What follows belongs to an exercise in optimizing a design on an open flow for small area, a short achievable clock period and few clock cycles; a production flow would make more cautious choices.
Function was checked by simulation only, so behaviour that the tests miss may differ from the original.
No activity file was given, so power comes from the tool's default toggle rates.

v6:
// fp_mod_issuer
module fp_mod_issuer
(
    input  logic           clk,
    input  logic           rst_n,
    input  logic           req_valid,
    output logic           req_ready,
    input  logic [1:0]     req_op,
    input  logic [W-1:0]   req_x,
    input  logic [W-1:0]   req_y,
    output logic           rsp_valid,
    input  logic           rsp_ready,
    output logic [W-1:0]   rsp_data,
    output logic           mod_enable,
    output logic [2*W-1:0] mod_a,
    output logic           mod_a_sign,
    input  logic           mod_done,
    input  logic [W-1:0]   mod_result
);
==> module fp_mod_issuer, before the edit <==
module fp_mod_issuer
(
    input  logic           clk,
    input  logic           rst_n,
    input  logic           req_valid,
    output logic           req_ready,
    input  logic [1:0]     req_op,
    input  logic [W-1:0]   req_x,
    input  logic [W-1:0]   req_y,
    output logic           rsp_valid,
    input  logic           rsp_ready,
    output logic [W-1:0]   rsp_data,
    output logic           mod_enable,
    output logic [2*W-1:0] mod_a,
    output logic           mod_a_sign,
    input  logic           mod_done,
    input  logic [W-1:0]   mod_result
);
    localparam int K  = 14;          
    localparam int D  = K / 2;       
    localparam int NS = 5;           
    localparam int AW = W + K + 2;   
    localparam int FW = 2*W - (NS-1)*K;  
    logic           s0v;             
    logic [1:0]     s0op;
    logic [W-1:0]   xr, yr;          
    logic [2:0]     cnt;             
    logic           nfirst;          
    logic           inj;             
    logic [D-1:0]   b_one, b_two, b_neg;  
    logic           fpend;           
    logic           f_as, f_sub;     
    logic [AW-1:0]  acc_s, acc_c;
    logic           cu, cv;          
    logic           pneg;            
    logic [(NS-1)*K-1:0] res;        
    logic           mv;              
    logic           busy;            
    logic           av, bv;          
    logic [W-1:0]   araw;
    logic s0_mul, s0_as, s0_sub, s0_red, step_go, step_last, f_fire, x_fire;
    logic moda_free, a_move, accept;
    assign s0_mul     = (s0op == OP_MUL);
    assign s0_as      = ~s0op[1];
    assign s0_sub     = (s0op == OP_SUB);
    assign s0_red     = (s0op == OP_RED);
    assign moda_free  = ~mv | mod_enable;
    assign f_fire     = fpend & moda_free;
    assign x_fire     = s0v & s0_red & ~fpend & moda_free;
    assign step_go    = s0v & ~s0_red & (nfirst | ~fpend | f_fire);
    assign step_last  = s0_as | (cnt == 3'(NS - 1));
    assign accept     = req_valid & req_ready;
    assign a_move     = av & (~bv | rsp_ready);
    assign rsp_valid  = bv;
    assign mod_a_sign = mod_a[2*W-1];
    logic       s0v_n, fpend_n, mv_n, busy_n, av_n, bv_n, men_n, rdy_n;
    logic [1:0] s0op_n;
    logic [2:0] cnt_n;
    always_comb begin
        s0v_n   = accept | (s0v & ~(x_fire | (step_go & step_last)));
        s0op_n  = accept ? req_op : s0op;
        cnt_n   = (step_go & ~step_last) ? cnt + 3'd1 : (step_go ? 3'd0 : cnt);
        fpend_n = (step_go & step_last) | (fpend & ~f_fire);
        mv_n    = f_fire | x_fire | (mv & ~mod_enable);
        busy_n  = mod_enable | (busy & ~mod_done);
        av_n    = mod_done | (av & ~a_move);
        bv_n    = a_move | (bv & ~rsp_ready);
        men_n   = mv_n & ~busy_n & ~(av_n & bv_n);
        rdy_n   = ~s0v_n |
                  (s0op_n[1] ? (s0op_n[0] ? (~fpend_n & (~mv_n | men_n))
                                          : (cnt_n == 3'(NS - 1)))
                             : (~fpend_n | ~mv_n | men_n));
    end
    logic [K:0]   bwin;              
    logic [D-1:0] e_one, e_two, e_neg;
    assign bwin = accept    ? (req_op[1] ? {req_y[K-1:0], 1'b0} : (K+1)'(2)) :
                  step_go   ? {yr[2*K-1:K], yr[K-1]} :
                  inj       ? (K+1)'(2)
                            : {yr[K-1:0], 1'b0};
    always_comb begin
        for (int i = 0; i < D; i++) begin
            e_one[i] = bwin[2*i+1] ^ bwin[2*i];
            e_two[i] = (bwin[2*i+2] & ~bwin[2*i+1] & ~bwin[2*i]) |
                       (~bwin[2*i+2] & bwin[2*i+1] & bwin[2*i]);
            e_neg[i] = bwin[2*i+2];
        end
    end
    logic [W+1:0] s_in, c_in;
    logic [W+1:0] e [D];
    assign s_in = (acc_s[AW-1:K] & {(W+2){nfirst}}) | {~nfirst, s0_sub & ~nfirst, yr & {W{inj}}};
    assign c_in = acc_c[AW-1:K] & {(W+2){nfirst}};
    for (genvar i = 0; i < D; i++) begin : g_row
        logic [W:0] m;
        assign m    = ({1'b0, xr} & {(W+1){b_one[i]}}) | ({xr, 1'b0} & {(W+1){b_two[i]}});
        assign e[i] = {~b_neg[i], m ^ {(W+1){b_neg[i]}}};
    end
    logic [AW-1:0] ns, nc;
    fp_step_csa u_csa (
        .e0(e[0]), .e1(e[1]), .e2(e[2]), .e3(e[3]), .e4(e[4]), .e5(e[5]), .e6(e[6]),
        .neg(b_neg[D-2:0]), .s_in(s_in), .c_in(c_in), .ns(ns), .nc(nc)
    );
    logic [K-1:0] lo0, lo;
    logic         lo_c0, lo_c1;
    fp_add_ks #(K) u_lo (.a(acc_s[K-1:0]), .b({acc_c[K-1:1], cu}), .ci(cv), .s(lo0), .co(lo_c0));
    assign {lo_c1, lo[K-1:K-2]} = {1'b0, lo0[K-1:K-2]} + {2'b0, pneg};
    assign lo[K-3:0] = lo0[K-3:0];
    logic [FW-1:0] fsum;
    logic          fsum_co;
    fp_add_ks #(FW) u_fsum (.a(acc_s[FW-1:0]), .b({acc_c[FW-1:1], cu}), .ci(cv), .s(fsum), .co(fsum_co));
    logic [2*W-1:0] f_val, x_val;
    assign f_val = f_as ? {{(W-1){f_sub & fsum[W]}}, fsum[W:0]} : {fsum, res};
    assign x_val = {1'b0, xr[W-2:0], yr};
    function automatic logic [W-1:0] fp_normalise(input logic [W-1:0] r);
        fp_normalise = (r >= P) ? (r - P) : r;
    endfunction
    always_ff @(posedge clk) begin
        if (!rst_n) begin
            s0v        <= 1'b0;
            cnt        <= '0;
            nfirst     <= 1'b0;
            fpend      <= 1'b0;
            mv         <= 1'b0;
            busy       <= 1'b0;
            av         <= 1'b0;
            bv         <= 1'b0;
            mod_enable <= 1'b0;
            req_ready  <= 1'b1;
        end else begin
            s0v        <= s0v_n;
            cnt        <= cnt_n;
            nfirst     <= (cnt_n != 3'd0);
            fpend      <= fpend_n;
            mv         <= mv_n;
            busy       <= busy_n;
            av         <= av_n;
            bv         <= bv_n;
            mod_enable <= men_n;
            req_ready  <= rdy_n;
        end
    end
    always_ff @(posedge clk) begin
        s0op <= s0op_n;
        if (req_ready) begin
            xr  <= req_x;
            yr  <= req_y ^ {W{req_op == OP_SUB}};
            inj <= ~req_op[1];
        end else if (step_go) begin
            yr  <= yr >> K;
            inj <= 1'b0;
        end
        b_one <= e_one;
        b_two <= e_two;
        b_neg <= e_neg;
        if (step_go) begin
            acc_s <= ns;
            acc_c <= nc;
            if (step_last) begin
                f_as  <= s0_as;
                f_sub <= s0_sub;
            end
            pneg <= b_neg[D-1];
            if (!nfirst) begin
                cu <= s0_sub;    
                cv <= 1'b0;
            end else begin
                cu  <= lo_c0 | lo_c1;
                cv  <= lo_c0 & lo_c1;
                res <= {lo[K-1:0], res[(NS-1)*K-1:K]};
            end
        end
        if (f_fire) begin
            mod_a <= f_val;
        end else if (x_fire) begin
            mod_a <= x_val;
        end
        if (mod_done) begin
            araw <= mod_result;
        end
        if (a_move) begin
            rsp_data <= fp_normalise(araw);
        end
    end
endmodule
export LEC_CHECK = 0
export CAP_MARGIN = 20
export CORE_MARGIN = 2
export CORE_UTILIZATION = 50
export PLACE_DENSITY = 0.65
export SETUP_SLACK_MARGIN = 2.5
export SLEW_MARGIN = 20
create_clock -name core_clock -period 6.0 [get_ports {clk}]
standard.sh (not shown) runs the stock make flow with config.mk's settings and CLKGATE_MAP_FILE= SYNTH_SCRIPT=/design/flow/synth_recipe.tcl, a recipe that flattens the netlist after the stock synthesis.
==> flow/flow/run.sh <==
#!/bin/bash
# Own layout flow: the standard synthesis, then removal of the inverters
# that synthesis leaves between full-adder cells (flow/invpush.py, which uses
# FA(~a,~b,~c) = ~FA(a,b,c) and xor2 <-> xnor2 swaps; registers untouched),
# then the standard layout from that netlist.
set -euo pipefail
R=orfs/results/${FLOW_PLATFORM}/fp_mod_issuer/base
bash standard.sh synth > synth.log 2>&1
cp "$R/1_2_yosys.v" "$R/1_2_yosys.std.v"
if python3 flow/invpush.py "$R/1_2_yosys.std.v" "$R/1_2_yosys.inv.v" > invpush.log 2>&1; then
    cp "$R/1_2_yosys.inv.v" "$R/1_2_yosys.v"
    rm -f "$R/1_synth.odb" "$R/1_synth.sdc"
fi
bash standard.sh finish > layout.log 2>&1
Other scripts of this flow, unchanged in this note and not shown: flow/flow/invpush.py
Testbench counts of v6, summed over its fixed seeds: cycles 6,227.
Modified inputs, v7 compared to v6
diff --git a/flow/design.v b/flow/design.v
--- a/flow/design.v
+++ b/flow/design.v
@@ -1665,11 +1665,13 @@
     logic           cu, cv;          
     logic           pneg;            
     logic [(NS-1)*K-1:0] res;        
     logic           mv;              
+    logic [2*W-1:0] moda_q;          
+    logic           moda_ext;        
     logic           busy;            
     logic           av, bv;          
-    logic [W-1:0]   araw;
+    logic [W-1:0]   araw;            
     logic s0_mul, s0_as, s0_sub, s0_red, step_go, step_last, f_fire, x_fire;
     logic moda_free, a_move, accept;
     assign s0_mul     = (s0op == OP_MUL);
     assign s0_as      = ~s0op[1];
@@ -1682,8 +1684,9 @@
     assign step_last  = s0_as | (cnt == 3'(NS - 1));
     assign accept     = req_valid & req_ready;
     assign a_move     = av & (~bv | rsp_ready);
     assign rsp_valid  = bv;
+    assign mod_a      = moda_q | {{(W-1){moda_ext}}, {(W+1){1'b0}}};
     assign mod_a_sign = mod_a[2*W-1];
     logic       s0v_n, fpend_n, mv_n, busy_n, av_n, bv_n, men_n, rdy_n;
     logic [1:0] s0op_n;
     logic [2:0] cnt_n;
@@ -1738,9 +1741,9 @@
     logic [FW-1:0] fsum;
     logic          fsum_co;
     fp_add_ks #(FW) u_fsum (.a(acc_s[FW-1:0]), .b({acc_c[FW-1:1], cu}), .ci(cv), .s(fsum), .co(fsum_co));
     logic [2*W-1:0] f_val, x_val;
-    assign f_val = f_as ? {{(W-1){f_sub & fsum[W]}}, fsum[W:0]} : {fsum, res};
+    assign f_val = f_as ? {{(W-1){1'b0}}, fsum[W:0]} : {fsum, res};
     assign x_val = {1'b0, xr[W-2:0], yr};
     function automatic logic [W-1:0] fp_normalise(input logic [W-1:0] r);
         fp_normalise = (r >= P) ? (r - P) : r;
     endfunction
@@ -1799,16 +1802,18 @@
                 res <= {lo[K-1:0], res[(NS-1)*K-1:K]};
             end
         end
         if (f_fire) begin
-            mod_a <= f_val;
+            moda_q   <= f_val;
+            moda_ext <= f_sub & fsum[W];
         end else if (x_fire) begin
-            mod_a <= x_val;
+            moda_q   <= x_val;
+            moda_ext <= 1'b0;
         end
         if (mod_done) begin
-            araw <= mod_result;
+            araw <= fp_normalise(mod_result);
         end
         if (a_move) begin
-            rsp_data <= fp_normalise(araw);
+            rsp_data <= araw;
         end
     end
 endmodule
## What came out
Diff v6 -> v7: hold slack went down by 0.034 ns, layout multi-input combinational cell count -59, worst slack after detailed placement moved up, highest clock frequency the design can meet moved up.
Re wire length: v7 is 4.6% down on v6.
The sum of internal, switching and leakage power number comes out higher for v6 vs v7.
Testbench counts of v7, summed over its fixed seeds: cycles 6,227.

-- what the ideal ports hide --
How much do the figures lean on ideal ports? The routed layouts below were timed once more, with nothing changed but the port constraints. Step 1, drivers: a clkbuf_16 drives clk and a buf_2 each remaining input, both assumed. Step 2 adds t to the input delays and takes it off the output delays; t is the mean of the earliest and latest rising clock arrival at the registers after step 1. Input paths then give back, and output paths get back, about the clock's delay inside the block. Three values: ideal, step 1, step 2; two values: the first two.
run	t (ns)	setup slack, ns	cell pins on the clock port's net
v6	0.722	2.314 / 2.314 / 2.236	1
v7	0.723	2.443 / 2.443 / 1.892	1
After both steps every run listed still meets setup and hold. The setup slack of v7, which loses most, moves by 0.000 ns with the drivers and by -0.551 ns with both steps.
